From an optimization exercise on the open Yosys and OpenROAD flow, aimed at small area, a short achievable clock period and few clock cycles per item; shortcuts taken in it are not production practice.
In this exercise RTL edits were held to simulation tests only and were not proved equivalent to the original.
No activity file was given, so power comes from the tool's default toggle rates.

==> inputs of 03-01 <==
==> flow/design.v <==
module ism_ram #(
  parameter int SIDE = 32,
  parameter int IW   = $clog2(SIDE)
) (
  input  logic            clk,
  input  logic [SIDE-1:0] wr_row,     
  input  logic [SIDE-1:0] wr_col,     
  input  logic            wr_bit,     
  input  logic [IW-1:0]   rd_row,
  input  logic [IW-1:0]   rd_col,
  output logic            rd_s,       
  output logic            rd_up,      
  output logic            rd_dn,      
  output logic            rd_lf,      
  output logic            rd_rt       
);
  localparam int NB = SIDE / 4;       
  localparam int BW = IW - 2;
  logic [SIDE-1:0] mem [SIDE];
  always_ff @(posedge clk) begin
    for (int i = 0; i < SIDE; i++) begin
      for (int j = 0; j < SIDE; j++) begin
        if (wr_row[i] && wr_col[j]) mem[i][j] <= wr_bit;
      end
    end
  end
  logic [1:0]    rr, cr;
  logic [BW-1:0] rq, cq;
  logic [BW-1:0] lrow [4];
  logic [BW-1:0] lcol [4];
  logic [SIDE-1:0] rmask [4];         
  logic [SIDE-1:0] cmask [4];         
  assign rr = rd_row[1:0];
  assign rq = rd_row[IW-1:2];
  assign cr = rd_col[1:0];
  assign cq = rd_col[IW-1:2];
  always_comb begin
    lrow[0] = rq + BW'(rr == 2'd3);
    lrow[1] = rq;
    lrow[2] = rq;
    lrow[3] = rq - BW'(rr == 2'd0);
    lcol[0] = cq + BW'(cr == 2'd3);
    lcol[1] = cq;
    lcol[2] = cq;
    lcol[3] = cq - BW'(cr == 2'd0);
    for (int a = 0; a < 4; a++) begin
      for (int i = 0; i < SIDE; i++) begin
        rmask[a][i] = (i % 4 == a) && (lrow[a] == BW'(i / 4));
        cmask[a][i] = (i % 4 == a) && (lcol[a] == BW'(i / 4));
      end
    end
  end
  logic [SIDE-1:0] colbits [4];       
  logic [3:0]      bank [4];          
  always_comb begin
    for (int b = 0; b < 4; b++) begin
      for (int i = 0; i < SIDE; i++) begin
        colbits[b][i] = |(mem[i] & cmask[b]);
      end
    end
    for (int a = 0; a < 4; a++) begin
      for (int b = 0; b < 4; b++) begin
        bank[a][b] = |(colbits[b] & rmask[a]);
      end
    end
  end
  logic [1:0] rm, rp, cm, cp;
  assign rm = rr - 2'd1;
  assign rp = rr + 2'd1;
  assign cm = cr - 2'd1;
  assign cp = cr + 2'd1;
  assign rd_s  = bank[rr][cr];
  assign rd_up = bank[rm][cr];
  assign rd_dn = bank[rp][cr];
  assign rd_lf = bank[rr][cm];
  assign rd_rt = bank[rr][cp];
endmodule
module ism_site_eval (
  input  logic       s,            
  input  logic       nb_up,
  input  logic       nb_dn,
  input  logic       nb_lf,
  input  logic       nb_rt,
  input  logic [1:0] op,           
  input  logic       spin_value,
  input  logic       lt_four,      
  input  logic       lt_eight,     
  output logic       accepted,
  output logic       flip,
  output logic       new_spin,
  output logic [3:0] bond
);
  logic [2:0] k;      
  logic       acc;
  always_comb begin
    k = 3'(nb_up ~^ s) + 3'(nb_dn ~^ s) + 3'(nb_lf ~^ s) + 3'(nb_rt ~^ s);
    acc = (k[2] && lt_eight) || (!k[2] && (!(k[1] && k[0]) || lt_four));
    case (op)
      2'd0:    flip = (s != spin_value);
      2'd1:    flip = acc;
      default: flip = 1'b0;
    endcase
    accepted = (op == 2'd1) && acc;
    new_spin = s ^ flip;
    bond     = 4'd4 - {k, 1'b0};         
  end
endmodule
module ising_metropolis_spin_update #(
  parameter int SIDE      = 32,
  parameter int PROB_BITS = 16
) (
  input  logic        clk,
  input  logic        rst_n,
  input  logic        in_tvalid,
  output logic        in_tready,
  input  logic [31:0] in_tdata,    
  input  logic [1:0]  in_tuser,    
  output logic        out_tvalid,
  input  logic        out_tready,
  output logic [39:0] out_tdata,   
  input  logic        cfg_we,
  input  logic        cfg_index,
  input  logic [15:0] cfg_wdata
);
  localparam int IW       = $clog2(SIDE);
  localparam int ENERGY_W = 15;
  localparam int MAG_W    = 14;
  localparam int E_RST    = -2 * SIDE * SIDE;
  localparam int M_RST    = SIDE * SIDE;
  localparam int QD       = 4;             
  localparam int CAP      = QD + 1;        
  logic       clr_r;                       
  logic       in_rdy_r;
  logic [2:0] outst_r, outst_nxt;          
  logic       in_hs, out_hs;
  assign in_hs  = in_tvalid && in_rdy_r;
  assign out_hs = out_tvalid && out_tready;
  always_comb begin
    outst_nxt = outst_r;
    case ({in_hs, out_hs})
      2'b10:   outst_nxt = outst_r + 3'd1;
      2'b01:   outst_nxt = outst_r - 3'd1;
      default: outst_nxt = outst_r;
    endcase
  end
  always_ff @(posedge clk) begin
    if (!rst_n) begin
      clr_r    <= 1'b1;
      in_rdy_r <= 1'b0;
      outst_r  <= '0;
    end else begin
      clr_r    <= 1'b0;
      in_rdy_r <= (outst_nxt < 3'(CAP));
      outst_r  <= outst_nxt;
    end
  end
  assign in_tready = in_rdy_r;
  logic [15:0] prob_four_r, prob_eight_r;
  always_ff @(posedge clk) begin
    if (!rst_n) begin
      prob_four_r  <= '0;
      prob_eight_r <= '0;
    end else if (cfg_we) begin
      if (cfg_index) prob_eight_r <= cfg_wdata;
      else           prob_four_r  <= cfg_wdata;
    end
  end
  logic          v1;
  logic [IW-1:0] r1, c1;
  logic [1:0]    op1;
  logic          spin1;
  logic          lt4_1, lt8_1;             
  always_ff @(posedge clk) begin
    v1    <= rst_n && in_hs;
    r1    <= in_tdata[IW-1:0];
    c1    <= in_tdata[6 +: IW];
    spin1 <= in_tdata[12];
    lt4_1 <= in_tdata[28:13] < prob_four_r;
    lt8_1 <= in_tdata[28:13] < prob_eight_r;
    op1   <= in_tuser;
  end
  logic          v2;
  logic [IW-1:0] r2, c2;
  logic [1:0]    op2;
  logic          spin2;
  logic          lt4_2, lt8_2;
  logic          s2, up2, dn2, lf2, rt2;
  logic [SIDE-1:0] wr_row, wr_col;
  logic            wr_bit;
  logic            rd_s, rd_up, rd_dn, rd_lf, rd_rt;
  logic            ev_acc, ev_flip, ev_ns;
  logic [3:0]      ev_bond;
  logic            wr_go;
  ism_ram #(.SIDE(SIDE)) u_lat (
    .clk    (clk),
    .wr_row (wr_row),
    .wr_col (wr_col),
    .wr_bit (wr_bit),
    .rd_row (r1),
    .rd_col (c1),
    .rd_s   (rd_s),
    .rd_up  (rd_up),
    .rd_dn  (rd_dn),
    .rd_lf  (rd_lf),
    .rd_rt  (rd_rt)
  );
  logic [IW-1:0] r1_up, r1_dn, c1_lf, c1_rt;
  assign r1_up = r1 - IW'(1);
  assign r1_dn = r1 + IW'(1);
  assign c1_lf = c1 - IW'(1);
  assign c1_rt = c1 + IW'(1);
  logic same_row, f_s, f_lf, f_rt, f_up, f_dn;
  assign wr_go    = v2 && ev_flip;
  assign same_row = wr_go && (r1 == r2);
  assign f_s      = same_row && (c1 == c2);
  assign f_lf     = same_row && (c1_lf == c2);
  assign f_rt     = same_row && (c1_rt == c2);
  assign f_up     = wr_go && (r1_up == r2) && (c1 == c2);
  assign f_dn     = wr_go && (r1_dn == r2) && (c1 == c2);
  always_ff @(posedge clk) begin
    v2    <= rst_n && v1;
    r2    <= r1;
    c2    <= c1;
    op2   <= op1;
    spin2 <= spin1;
    lt4_2 <= lt4_1;
    lt8_2 <= lt8_1;
    s2    <= f_s  ? ev_ns : rd_s;
    lf2   <= f_lf ? ev_ns : rd_lf;
    rt2   <= f_rt ? ev_ns : rd_rt;
    up2   <= f_up ? ev_ns : rd_up;
    dn2   <= f_dn ? ev_ns : rd_dn;
  end
  ism_site_eval u_eval (
    .s          (s2),
    .nb_up      (up2),
    .nb_dn      (dn2),
    .nb_lf      (lf2),
    .nb_rt      (rt2),
    .op         (op2),
    .spin_value (spin2),
    .lt_four    (lt4_2),
    .lt_eight   (lt8_2),
    .accepted   (ev_acc),
    .flip       (ev_flip),
    .new_spin   (ev_ns),
    .bond       (ev_bond)
  );
  always_comb begin
    wr_bit = clr_r || !s2;
    for (int j = 0; j < SIDE; j++) begin
      wr_row[j] = clr_r || (wr_go && (r2 == IW'(j)));
      wr_col[j] = clr_r || (c2 == IW'(j));
    end
  end
  localparam int EW = 7;
  logic [EW-1:0]     q_mem [QD];
  logic [1:0]        q_wp, q_rp;
  logic [2:0]        q_cnt;
  logic              q_push, q_pop;
  logic [EW-1:0]     q_head;
  assign q_push = v2;
  assign q_head = q_mem[q_rp];
  always_ff @(posedge clk) begin
    if (q_push) q_mem[q_wp] <= {ev_flip, ev_ns, ev_bond, ev_acc};
  end
  always_ff @(posedge clk) begin
    if (!rst_n) begin
      q_wp  <= '0;
      q_rp  <= '0;
      q_cnt <= '0;
    end else begin
      if (q_push) q_wp <= q_wp + 2'd1;
      if (q_pop)  q_rp <= q_rp + 2'd1;
      q_cnt <= q_cnt + 3'(q_push) - 3'(q_pop);
    end
  end
  logic                out_valid_r;
  logic [ENERGY_W-1:0] energy_r, energy_nxt;
  logic [MAG_W-1:0]    magnet_r, magnet_nxt;
  logic [10:0]         item_r;
  logic                h_flip, h_ns, h_acc;
  logic [3:0]          h_bond;
  logic [4:0]          h_de;
  assign {h_flip, h_ns, h_bond, h_acc} = q_head;
  assign h_de  = 5'd0 - {h_bond, 1'b0};    
  assign q_pop = (q_cnt != 3'd0) && (!out_valid_r || out_tready);
  always_comb begin
    energy_nxt = energy_r;
    magnet_nxt = magnet_r;
    if (h_flip) begin
      energy_nxt = energy_r + {{(ENERGY_W - 5){h_de[4]}}, h_de};
      magnet_nxt = h_ns ? magnet_r + MAG_W'(2) : magnet_r - MAG_W'(2);
    end
  end
  always_ff @(posedge clk) begin
    if (!rst_n) begin
      out_valid_r <= 1'b0;
      energy_r    <= E_RST[ENERGY_W-1:0];
      magnet_r    <= M_RST[MAG_W-1:0];
    end else begin
      if (q_pop) begin
        out_valid_r <= 1'b1;
        energy_r    <= energy_nxt;
        magnet_r    <= magnet_nxt;
      end else if (out_tready) begin
        out_valid_r <= 1'b0;
      end
    end
  end
  always_ff @(posedge clk) begin
    if (q_pop) item_r <= {h_ns, h_de, h_bond, h_acc};
  end
  assign out_tvalid = out_valid_r;
  assign out_tdata  = {magnet_r, energy_r, item_r};
endmodule
==> flow/run.sh <==
#!/bin/bash
# synth_recipe.tcl (not shown) runs the flow's synth.tcl, then flattens the netlist and writes it again
# the make line also repeats each setting of config.mk as NAME=value (left out here)
make -C /OpenROAD-flow-scripts/flow DESIGN_CONFIG=/design/flow/config.mk WORK_HOME=/design/flow/orfs CLKGATE_MAP_FILE= SYNTH_SCRIPT=/design/flow/synth_recipe.tcl finish
==> flow/config.mk <==
export PLATFORM = sky130hd
export DESIGN_NAME = ising_metropolis_spin_update
export DESIGN_NICKNAME = ising_metropolis_spin_update
export VERILOG_FILES = /design/flow/design.v
export SDC_FILE = /design/flow/constraint.sdc
export NUM_CORES = 4
export LEC_CHECK = 0
export ABC_CLOCK_PERIOD_IN_PS = 3000
export CAP_MARGIN = 20
export CORE_MARGIN = 2
export CORE_UTILIZATION = 50
export CTS_CLUSTER_DIAMETER = 100
export CTS_CLUSTER_SIZE = 30
export SETUP_SLACK_MARGIN = 5
export SLEW_MARGIN = 20
==> flow/constraint.sdc <==
create_clock -name core_clock -period 9.0 [get_ports {clk}]
set_input_delay 1.8000 -clock core_clock [delete_from_list [all_inputs] [get_ports {clk}]]
set_output_delay 1.8000 -clock core_clock [all_outputs]
set_load 0.01 [all_outputs]
==> inputs of 05-10, as changes to 03-01 <==
==> flow/design.v, changed modules only <==
module ism_ram #(
  parameter int SIDE = 32,
  parameter int IW   = $clog2(SIDE),
  parameter int BW   = IW - 2
) (
  input  logic            clk,
  input  logic [SIDE-1:0] wr_row,     
  input  logic [SIDE-1:0] wr_col,     
  input  logic            wr_bit,     
  input  logic [1:0]      rd_rr,      
  input  logic [BW-1:0]   rd_rq,      
  input  logic [BW-1:0]   rd_r0,      
  input  logic [BW-1:0]   rd_r3,      
  input  logic [1:0]      rd_cr,      
  input  logic [BW-1:0]   rd_cq,
  input  logic [BW-1:0]   rd_c0,
  input  logic [BW-1:0]   rd_c3,
  output logic            rd_s,       
  output logic            rd_up,      
  output logic            rd_dn,      
  output logic            rd_lf,      
  output logic            rd_rt       
);
  localparam int NB = SIDE / 4;       
  logic [SIDE-1:0] mem [SIDE];
  always_ff @(posedge clk) begin
    for (int i = 0; i < SIDE; i++) begin
      for (int j = 0; j < SIDE; j++) begin
        if (wr_row[i] && wr_col[j]) mem[i][j] <= wr_bit;
      end
    end
  end
  logic [BW-1:0]   lrow [4];
  logic [BW-1:0]   lcol [4];
  logic [SIDE-1:0] rmask [4];         
  logic [SIDE-1:0] cmask [4];         
  always_comb begin
    lrow[0] = rd_r0;
    lrow[1] = rd_rq;
    lrow[2] = rd_rq;
    lrow[3] = rd_r3;
    lcol[0] = rd_c0;
    lcol[1] = rd_cq;
    lcol[2] = rd_cq;
    lcol[3] = rd_c3;
    for (int a = 0; a < 4; a++) begin
      for (int i = 0; i < SIDE; i++) begin
        rmask[a][i] = (i % 4 == a) && (lrow[a] == BW'(i / 4));
        cmask[a][i] = (i % 4 == a) && (lcol[a] == BW'(i / 4));
      end
    end
  end
  logic [SIDE-1:0] colbits [4];       
  logic [3:0]      bank [4];          
  always_comb begin
    for (int b = 0; b < 4; b++) begin
      for (int i = 0; i < SIDE; i++) begin
        colbits[b][i] = |(mem[i] & cmask[b]);
      end
    end
    for (int a = 0; a < 4; a++) begin
      for (int b = 0; b < 4; b++) begin
        bank[a][b] = |(colbits[b] & rmask[a]);
      end
    end
  end
  logic [1:0] rm, rp, cm, cp;
  logic [3:0] at_c, at_cm, at_cp;     
  assign rm = rd_rr - 2'd1;
  assign rp = rd_rr + 2'd1;
  assign cm = rd_cr - 2'd1;
  assign cp = rd_cr + 2'd1;
  always_comb begin
    for (int a = 0; a < 4; a++) begin
      at_c[a]  = bank[a][rd_cr];
      at_cm[a] = bank[a][cm];
      at_cp[a] = bank[a][cp];
    end
  end
  assign rd_s  = at_c[rd_rr];
  assign rd_up = at_c[rm];
  assign rd_dn = at_c[rp];
  assign rd_lf = at_cm[rd_rr];
  assign rd_rt = at_cp[rd_rr];
endmodule
module ism_site_eval (
  input  logic       s,            
  input  logic       nb_up,
  input  logic       nb_dn,
  input  logic       nb_lf,
  input  logic       nb_rt,
  input  logic [1:0] op,           
  input  logic       spin_value,
  input  logic       lt_four,      
  input  logic       lt_eight,     
  output logic       accepted,
  output logic       flip,
  output logic       new_spin,
  output logic [3:0] bond
);
  logic [3:0] x;      
  logic       any, two;
  logic       acc;
  always_comb begin
    x   = {nb_up, nb_dn, nb_lf, nb_rt} ^ {4{s}};
    any = |x;
    two = (x[0] & x[1]) | (x[0] & x[2]) | (x[0] & x[3]) |
          (x[1] & x[2]) | (x[1] & x[3]) | (x[2] & x[3]);
    acc = two || (any && lt_four) || (!any && lt_eight);
    case (op)
      2'd0:    flip = (s != spin_value);
      2'd1:    flip = acc;
      default: flip = 1'b0;
    endcase
    accepted = (op == 2'd1) && acc;
    new_spin = s ^ flip;
    bond     = {1'b0, 3'(x[0]) + 3'(x[1]) + 3'(x[2]) + 3'(x[3])} * 4'd2 - 4'd4;
  end
endmodule
module ising_metropolis_spin_update #(
  parameter int SIDE      = 32,
  parameter int PROB_BITS = 16
) (
  input  logic        clk,
  input  logic        rst_n,
  input  logic        in_tvalid,
  output logic        in_tready,
  input  logic [31:0] in_tdata,    
  input  logic [1:0]  in_tuser,    
  output logic        out_tvalid,
  input  logic        out_tready,
  output logic [39:0] out_tdata,   
  input  logic        cfg_we,
  input  logic        cfg_index,
  input  logic [15:0] cfg_wdata
);
  localparam int IW       = $clog2(SIDE);
  localparam int BW       = IW - 2;        
  localparam int ENERGY_W = 15;
  localparam int MAG_W    = 14;
  localparam int E_RST    = -2 * SIDE * SIDE;
  localparam int M_RST    = SIDE * SIDE;
  localparam int QD       = 4;             
  localparam int CAP      = QD + 1;        
  logic       clr_r;                       
  logic       in_rdy_r;
  logic [2:0] outst_r, outst_nxt;          
  logic       in_hs, out_hs;
  assign in_hs  = in_tvalid && in_rdy_r;
  assign out_hs = out_tvalid && out_tready;
  always_comb begin
    outst_nxt = outst_r;
    case ({in_hs, out_hs})
      2'b10:   outst_nxt = outst_r + 3'd1;
      2'b01:   outst_nxt = outst_r - 3'd1;
      default: outst_nxt = outst_r;
    endcase
  end
  always_ff @(posedge clk) begin
    if (!rst_n) begin
      clr_r    <= 1'b1;
      in_rdy_r <= 1'b0;
      outst_r  <= '0;
    end else begin
      clr_r    <= 1'b0;
      in_rdy_r <= (outst_nxt < 3'(CAP));
      outst_r  <= outst_nxt;
    end
  end
  assign in_tready = in_rdy_r;
  logic [15:0] prob_four_r, prob_eight_r;
  always_ff @(posedge clk) begin
    if (!rst_n) begin
      prob_four_r  <= '0;
      prob_eight_r <= '0;
    end else if (cfg_we) begin
      if (cfg_index) prob_eight_r <= cfg_wdata;
      else           prob_four_r  <= cfg_wdata;
    end
  end
  logic          v1;
  logic [IW-1:0] r1, c1;
  logic [1:0]    op1;
  logic          spin1;
  logic          lt4_1, lt8_1;             
  logic [BW-1:0]   r0_1, r3_1, c0_1, c3_1;   
  logic          eq_s1, eq_lf1, eq_rt1, eq_up1, eq_dn1;    
  logic          eq2_s1, eq2_lf1, eq2_rt1, eq2_up1, eq2_dn1;  
  logic [IW-1:0] r2, c2;
  logic [IW-1:0] r_in, c_in;
  logic [BW-1:0] rq_in, cq_in;
  logic [1:0]    rr_in, cr_in;
  assign r_in  = in_tdata[IW-1:0];
  assign c_in  = in_tdata[6 +: IW];
  assign rq_in = r_in[IW-1:2];
  assign rr_in = r_in[1:0];
  assign cq_in = c_in[IW-1:2];
  assign cr_in = c_in[1:0];
  always_ff @(posedge clk) begin
    v1    <= rst_n && in_hs;
    r1    <= r_in;
    c1    <= c_in;
    r0_1  <= rq_in + BW'(rr_in == 2'd3);
    r3_1  <= rq_in - BW'(rr_in == 2'd0);
    c0_1  <= cq_in + BW'(cr_in == 2'd3);
    c3_1  <= cq_in - BW'(cr_in == 2'd0);
    eq_s1  <= (r_in == r1) && (c_in == c1);
    eq_lf1 <= (r_in == r1) && (c_in - IW'(1) == c1);
    eq_rt1 <= (r_in == r1) && (c_in + IW'(1) == c1);
    eq_up1 <= (r_in - IW'(1) == r1) && (c_in == c1);
    eq_dn1 <= (r_in + IW'(1) == r1) && (c_in == c1);
    eq2_s1  <= (r_in == r2) && (c_in == c2);
    eq2_lf1 <= (r_in == r2) && (c_in - IW'(1) == c2);
    eq2_rt1 <= (r_in == r2) && (c_in + IW'(1) == c2);
    eq2_up1 <= (r_in - IW'(1) == r2) && (c_in == c2);
    eq2_dn1 <= (r_in + IW'(1) == r2) && (c_in == c2);
    spin1 <= in_tdata[12];
    lt4_1 <= in_tdata[28:13] < prob_four_r;
    lt8_1 <= in_tdata[28:13] < prob_eight_r;
    op1   <= in_tuser;
  end
  logic          v2;
  logic [1:0]    op2;
  logic          spin2;
  logic          lt4_2, lt8_2;
  logic          s2, up2, dn2, lf2, rt2;
  logic [SIDE-1:0] wr_row, wr_col;
  logic            wr_bit;
  logic            rd_s, rd_up, rd_dn, rd_lf, rd_rt;
  logic            ev_acc, ev_flip, ev_ns;
  logic [3:0]      ev_bond;
  logic            wr_go;
  ism_ram #(.SIDE(SIDE)) u_lat (
    .clk    (clk),
    .wr_row (wr_row),
    .wr_col (wr_col),
    .wr_bit (wr_bit),
    .rd_rr  (r1[1:0]),
    .rd_rq  (r1[IW-1:2]),
    .rd_r0  (r0_1),
    .rd_r3  (r3_1),
    .rd_cr  (c1[1:0]),
    .rd_cq  (c1[IW-1:2]),
    .rd_c0  (c0_1),
    .rd_c3  (c3_1),
    .rd_s   (rd_s),
    .rd_up  (rd_up),
    .rd_dn  (rd_dn),
    .rd_lf  (rd_lf),
    .rd_rt  (rd_rt)
  );
  logic          w3, ns3;
  logic [IW-1:0] r3, c3;
  assign wr_go = v2 && ev_flip;
  always_ff @(posedge clk) begin
    w3  <= rst_n && wr_go;
    r3  <= r2;
    c3  <= c2;
    ns3 <= ev_ns;
  end
  logic s_f, lf_f, rt_f, up_f, dn_f;
  always_comb begin
    s_f  = (wr_go && eq_s1)  ? ev_ns : (w3 && eq2_s1)  ? ns3 : rd_s;
    lf_f = (wr_go && eq_lf1) ? ev_ns : (w3 && eq2_lf1) ? ns3 : rd_lf;
    rt_f = (wr_go && eq_rt1) ? ev_ns : (w3 && eq2_rt1) ? ns3 : rd_rt;
    up_f = (wr_go && eq_up1) ? ev_ns : (w3 && eq2_up1) ? ns3 : rd_up;
    dn_f = (wr_go && eq_dn1) ? ev_ns : (w3 && eq2_dn1) ? ns3 : rd_dn;
  end
  always_ff @(posedge clk) begin
    v2    <= rst_n && v1;
    r2    <= r1;
    c2    <= c1;
    op2   <= op1;
    spin2 <= spin1;
    lt4_2 <= lt4_1;
    lt8_2 <= lt8_1;
    s2    <= s_f;
    lf2   <= lf_f;
    rt2   <= rt_f;
    up2   <= up_f;
    dn2   <= dn_f;
  end
  ism_site_eval u_eval (
    .s          (s2),
    .nb_up      (up2),
    .nb_dn      (dn2),
    .nb_lf      (lf2),
    .nb_rt      (rt2),
    .op         (op2),
    .spin_value (spin2),
    .lt_four    (lt4_2),
    .lt_eight   (lt8_2),
    .accepted   (ev_acc),
    .flip       (ev_flip),
    .new_spin   (ev_ns),
    .bond       (ev_bond)
  );
  always_comb begin
    wr_bit = clr_r || ns3;
    for (int j = 0; j < SIDE; j++) begin
      wr_row[j] = clr_r || (w3 && (r3 == IW'(j)));
      wr_col[j] = clr_r || (c3 == IW'(j));
    end
  end
  localparam int EW = 7;
  logic [EW-1:0]     q_mem [QD];
  logic [1:0]        q_wp, q_rp;
  logic [2:0]        q_cnt;
  logic              q_push, q_pop;
  logic [EW-1:0]     q_head;
  assign q_push = v2;
  assign q_head = q_mem[q_rp];
  always_ff @(posedge clk) begin
    if (q_push) q_mem[q_wp] <= {ev_flip, ev_ns, ev_bond, ev_acc};
  end
  always_ff @(posedge clk) begin
    if (!rst_n) begin
      q_wp  <= '0;
      q_rp  <= '0;
      q_cnt <= '0;
    end else begin
      if (q_push) q_wp <= q_wp + 2'd1;
      if (q_pop)  q_rp <= q_rp + 2'd1;
      q_cnt <= q_cnt + 3'(q_push) - 3'(q_pop);
    end
  end
  logic                out_valid_r;
  logic [ENERGY_W-1:0] energy_r, energy_nxt;
  logic [MAG_W-1:0]    magnet_r, magnet_nxt;
  logic [10:0]         item_r;
  logic                h_flip, h_ns, h_acc;
  logic [3:0]          h_bond;
  logic [4:0]          h_de;
  assign {h_flip, h_ns, h_bond, h_acc} = q_head;
  assign h_de  = 5'd0 - {h_bond, 1'b0};    
  assign q_pop = (q_cnt != 3'd0) && (!out_valid_r || out_tready);
  always_comb begin
    energy_nxt = energy_r;
    magnet_nxt = magnet_r;
    if (h_flip) begin
      energy_nxt = energy_r + {{(ENERGY_W - 5){h_de[4]}}, h_de};
      magnet_nxt = h_ns ? magnet_r + MAG_W'(2) : magnet_r - MAG_W'(2);
    end
  end
  always_ff @(posedge clk) begin
    if (!rst_n) begin
      out_valid_r <= 1'b0;
      energy_r    <= E_RST[ENERGY_W-1:0];
      magnet_r    <= M_RST[MAG_W-1:0];
    end else begin
      if (q_pop) begin
        out_valid_r <= 1'b1;
        energy_r    <= energy_nxt;
        magnet_r    <= magnet_nxt;
      end else if (out_tready) begin
        out_valid_r <= 1'b0;
      end
    end
  end
  always_ff @(posedge clk) begin
    if (q_pop) item_r <= {h_ns, h_de, h_bond, h_acc};
  end
  assign out_tvalid = out_valid_r;
  assign out_tdata  = {magnet_r, energy_r, item_r};
endmodule
--- a/flow/config.mk
+++ b/flow/config.mk
@@ -6,10 +6,10 @@
 export NUM_CORES = 4
 export LEC_CHECK = 0
-export ABC_CLOCK_PERIOD_IN_PS = 3000
+export ABC_CLOCK_PERIOD_IN_PS = 2500
 export CAP_MARGIN = 20
 export CORE_MARGIN = 2
-export CORE_UTILIZATION = 50
-export CTS_CLUSTER_DIAMETER = 100
-export CTS_CLUSTER_SIZE = 30
+export CORE_UTILIZATION = 55
+export CTS_CLUSTER_DIAMETER = 90
+export CTS_CLUSTER_SIZE = 25
 export SETUP_SLACK_MARGIN = 5
 export SLEW_MARGIN = 20
==> inputs of 08-06, as changes to 03-01 <==
--- a/flow/design.v
+++ b/flow/design.v
@@ -170,5 +170,5 @@
   logic [1:0]    op1;
   logic          spin1;
-  logic          lt4_1, lt8_1;             
+  logic [15:0]   draw1;
   always_ff @(posedge clk) begin
     v1    <= rst_n && in_hs;
@@ -176,6 +176,5 @@
     c1    <= in_tdata[6 +: IW];
     spin1 <= in_tdata[12];
-    lt4_1 <= in_tdata[28:13] < prob_four_r;
-    lt8_1 <= in_tdata[28:13] < prob_eight_r;
+    draw1 <= in_tdata[28:13];
     op1   <= in_tuser;
   end
@@ -224,6 +223,6 @@
     op2   <= op1;
     spin2 <= spin1;
-    lt4_2 <= lt4_1;
-    lt8_2 <= lt8_1;
+    lt4_2 <= draw1 < prob_four_r;
+    lt8_2 <= draw1 < prob_eight_r;
     s2    <= f_s  ? ev_ns : rd_s;
     lf2   <= f_lf ? ev_ns : rd_lf;
--- a/flow/config.mk
+++ b/flow/config.mk
@@ -9,7 +9,5 @@
 export CAP_MARGIN = 20
 export CORE_MARGIN = 2
-export CORE_UTILIZATION = 50
-export CTS_CLUSTER_DIAMETER = 100
-export CTS_CLUSTER_SIZE = 30
+export CORE_UTILIZATION = 55
 export SETUP_SLACK_MARGIN = 5
 export SLEW_MARGIN = 20
==> summary.txt <==
- Clock power: 08-06 > 05-10 > 03-01.
- Between 08-06 and 05-10, the lower sequential power is in 08-06 (gap 9.2%, measured against 05-10).
- Clock-buffer cell count: 08-06 > 05-10 > 03-01.
- Final area: 05-10 < 03-01 < 08-06.
- First-iteration DRC count: 05-10 < 03-01 < 08-06.
- 03-01 went through all stages and came out clean. 05-10 produced a clean layout. 08-06 produced a clean layout.
- Against 08-06, the non-clock buffer count of 05-10 is lower by 40.
- In 08-06 the area after synthesis is lower than in 05-10, by 0.27%.
- The highest global-route usage belongs to 08-06, the lowest to 03-01.
- Between 05-10 and 03-01, the lower clock skew is in 03-01 (gap 0.022 ns).
- Of 08-06 and 03-01, 08-06 has the higher register-to-register slack (gap 0.03 ns).
==> figures <==
Outcome: 05-10 complete, no violations; 03-01 complete, no violations; 08-06 complete, no violations
DR iter-0 viols: 05-10 3974; 03-01 4587; 08-06 4979
Sequential cells: 05-10 1199; 03-01 1165; 08-06 1179
Setup slack on the worst flop-to-flop path: 05-10 5.06 ns; 03-01 4.96 ns; 08-06 5.00 ns
Routed WL: 05-10 151.9 mm; 03-01 158.7 mm; 08-06 160.8 mm
Post-synthesis share of cell area spent on xor and xnor gates: 05-10 1.423%; 03-01 1.218%; 08-06 1.216%
Die outline area: 05-10 99880 µm²; 03-01 108800 µm²; 08-06 99610 µm²
Highest fanout seen on the critical path: 05-10 101; 03-01 9; 08-06 11
Clock power frac: 05-10 22.4%; 03-01 23.1%; 08-06 35.2%
Startpoint of the worst register-to-register path: 05-10 c1[4]; 03-01 r1[0]; 08-06 c1[2]
Sequential-to-total area share from yosys stat: 05-10 64.54%; 03-01 63.80%; 08-06 63.97%
Multiplexer area fraction after synthesis: 05-10 8.876%; 03-01 8.202%; 08-06 7.506%
First drt pass iteration count: 05-10 6; 03-01 8; 08-06 6
Initial antenna violation count: 05-10 7; 03-01 4; 08-06 2
Met3 Track Usage GR: 05-10 4.657%; 03-01 4.312%; 08-06 5.116%
Via count of the first global-routing pass: 05-10 32620; 03-01 33437; 08-06 34063
Sequential portion of the cell area: 05-10 59.17%; 03-01 56.93%; 08-06 55.17%
Register area: 05-10 34600 µm²; 03-01 33920 µm²; 08-06 34200 µm²
Clock slew seen by the registers of the worst setup and hold paths: 05-10 0.09 ns; 03-01 0.11 ns; 08-06 0.06 ns
Number of well taps: 05-10 1276; 03-01 1391; 08-06 1276
Fraction of area in non-clock buffers: 05-10 4.050%; 03-01 5.746%; 08-06 5.340%
Testbench counts of 03-01, summed over its fixed seeds: cycles 12,032, items 12,000.
Testbench counts of 05-10, summed over its fixed seeds: cycles 12,032, items 12,000.
Testbench counts of 08-06, summed over its fixed seeds: cycles 12,032, items 12,000.

==> port drivers added, routing unchanged <==
How much do the figures lean on ideal ports? The routed layouts below were timed once more, with nothing changed but the port constraints. Step 1 assumes that a clkbuf_16 drives the clock port and a buf_2 every other input. Step 2 moves the port delays by t, midway between the first and last clock arrival at a register: inputs arrive t later, outputs are due t later. That takes back most of the time a late clock gives input paths. Slacks: ideal / step 1 / step 2; pairs: ideal / step 1.
run	shift t [ns]	setup WS [ns]	latest minus earliest clock arrival (ns)	worst slew at a driven data input, ns	cell pins on the clock port's net
03-01	0.765	4.965 / 4.965 / 4.827	0.028 / 0.028	0.05	1
05-10	0.784	5.057 / 5.057 / 4.719	0.048 / 0.047	0.11	1
08-06	0.805	4.998 / 4.998 / 4.998	0.028 / 0.028	0.07	1
After both steps setup and hold are still met in every run listed. The setup slack of 05-10, which loses most, moves by 0.000 ns with the drivers and by -0.338 ns with both steps.
